This is an optimization exercise on Yosys and OpenROAD, whose aim is small area and a short achievable clock period, not a production implementation.
Only simulation tests tie the RTL to the original design; equivalence was not proved.
The clock port is modelled as an ideal driver, which makes a skipped or thinned clock tree look cheaper than it is; a real chip needs a root buffer or a tree.
Power figures rest on the tool's default switching activity, not on a simulated workload.

## data_memory_responder
module data_memory_responder #(
    parameter int DEPTH_LOG2 = 6,
    parameter int LATENCY    = 2
) (
    input  logic        clk,
    input  logic        reset,
    input  logic        req,
    input  logic        we,
    input  logic [31:0] addr,
    input  logic [31:0] wdata,
    output logic        ready,
    output logic [31:0] rdata,
    output logic        err,
    output logic        busy
);
Size: roughly 2,200 flip-flops, about 100 I/O pins, ~56,000 µm² of cells after synthesis.
==> flow/config.mk <==
export PLATFORM = sky130hd
export DESIGN_NAME = data_memory_responder
export DESIGN_NICKNAME = data_memory_responder
export VERILOG_FILES = /design/flow/design.v
export SDC_FILE = /design/flow/constraint.sdc
export NUM_CORES = 4
export LEC_CHECK = 0
export CAP_MARGIN = 20
export CORE_MARGIN = 2
export CORE_UTILIZATION = 60
export SETUP_SLACK_MARGIN = 2.6
export SLEW_MARGIN = 20
==> flow/constraint.sdc <==
create_clock -name core_clock -period 4.5 [get_ports {clk}]
set_input_delay 0.9000 -clock core_clock [delete_from_list [all_inputs] [get_ports {clk}]]
set_output_delay 0.9000 -clock core_clock [all_outputs]
set_load 0.01 [all_outputs]
standard.sh (not shown) runs the stock make flow with config.mk's settings and CLKGATE_MAP_FILE= SYNTH_SCRIPT=/design/flow/synth_recipe.tcl, a recipe that flattens the netlist after the stock synthesis.
==> flow/flow/run.sh <==
#!/bin/bash
# Layout flow: the standard ORFS flow (standard.sh), with the clock tree
# built by flow/pre_cts.tcl (a two-level balanced tree) instead of TritonCTS.
# The whole make/ORFS output goes to standard_flow.log in the work folder;
# ORFS also keeps each step's own log under orfs/logs/.
set -euo pipefail
export PRE_CTS_TCL="$PWD/flow/pre_cts.tcl"
bash standard.sh > standard_flow.log 2>&1
==> flow/flow/pre_cts.tcl <==
# Hook run by ORFS's cts.tcl before clock tree synthesis (PRE_CTS_TCL).
# Builds a balanced two-level clock tree instead of TritonCTS's: the clock
# port feeds 4 root buffers (buf_16), each root feeds 28 leaf buffers
# (clkbuf_8) and each leaf a compact cluster of about 19 flip-flops. The
# flow's own clock_tree_synthesis call is then replaced by one that only
# marks the clocks as propagated.
source [file join [file dirname [info script]] my_tree.tcl]
mt_build clk 4 28 sky130_fd_sc_hd__clkbuf_8 sky130_fd_sc_hd__buf_16
global_connect
rename clock_tree_synthesis orfs_clock_tree_synthesis_unused
proc clock_tree_synthesis {args} {
  puts "clock tree built by flow/pre_cts.tcl; TritonCTS not run"
  set_propagated_clock [all_clocks]
}
Other scripts of this flow, unchanged in this note and not shown: flow/flow/my_tree.tcl
Rerun with:
--- a/flow/flow/pre_cts.tcl
+++ b/flow/flow/pre_cts.tcl
@@ -3,2 +3,2 @@
-# port feeds 4 root buffers (buf_16), each root feeds 28 leaf buffers
-# (clkbuf_8) and each leaf a compact cluster of about 19 flip-flops. The
+# port feeds 4 root buffers (buf_16), each root feeds 32 leaf buffers
+# (clkbuf_8) and each leaf a compact cluster of about 17 flip-flops. The
@@ -8 +8 @@
-mt_build clk 4 28 sky130_fd_sc_hd__clkbuf_8 sky130_fd_sc_hd__buf_16
+mt_build clk 4 32 sky130_fd_sc_hd__clkbuf_8 sky130_fd_sc_hd__buf_16
--- a/flow/config.mk
+++ b/flow/config.mk
@@ -10 +10,2 @@
-export CORE_UTILIZATION = 60
+export CORE_UTILIZATION = 63
+export PLACE_DENSITY = 0.72
=> Sequential power stays flat. Worst setup slack is better by 0.018 ns. Worst hold slack is worse by 0.0067 ns. Final cell count decreases by 1.3%. Die area decreases by 4.7%. Total power increases by 1.2%.
Rerun with:
--- a/flow/config.mk
+++ b/flow/config.mk
@@ -7,0 +8 @@
+export ABC_AREA = 1
@@ -11,2 +12 @@
-export PLACE_DENSITY = 0.72
-export SETUP_SLACK_MARGIN = 2.6
+export SETUP_SLACK_MARGIN = 2.65
The new run passed the timing, DRC and antenna checks.
Total power rises by 6.9%.
Clock power rises by about 0.5%.
Worst setup slack loses 0.012 ns.
Via count rises by 3.0%.
Routed wire length falls by 0.81%.
Critical path depth stays the same.
Maximum frequency falls by 0.62%.
Register-to-register slack gains 0.11 ns.
No run of this note takes its clock network from TritonCTS; it comes from the design's own scripts or RTL.

## separate check: timing with driven ports
How much do the figures lean on ideal ports? The routed layouts below were timed once more, with nothing changed but the port constraints.
Step 1 (the two cells are an assumption about what drives the block):
set clk [get_ports {clk}]
set_driving_cell -lib_cell sky130_fd_sc_hd__clkbuf_16 $clk
set_driving_cell -lib_cell sky130_fd_sc_hd__buf_2 [delete_from_list [all_inputs] $clk]
Step 2 adds t to the input delays and takes it off the output delays; t is the mean of the earliest and latest rising clock arrival at the registers after step 1. Input paths then give back, and output paths get back, about the clock's delay inside the block.
Three values: no drivers, after step 1, after step 2; two values: the first two.
| run | shift t [ns] | slack for setup (ns) | clock arrival spread, ns |
|---|---|---|---|
| the first run | 0.672 | 2.545 / 2.378 / 2.062 | 0.044 / 0.045 |
| the second run | 0.678 | 2.563 / 2.398 / 2.016 | 0.028 / 0.028 |
| the third run | 0.678 | 2.551 / 2.390 / 2.118 | 0.033 / 0.032 |
After both steps every run listed still meets setup and hold. For the second run, which loses most, drivers alone change the setup slack by -0.165 ns; drivers and shift together by -0.547 ns.
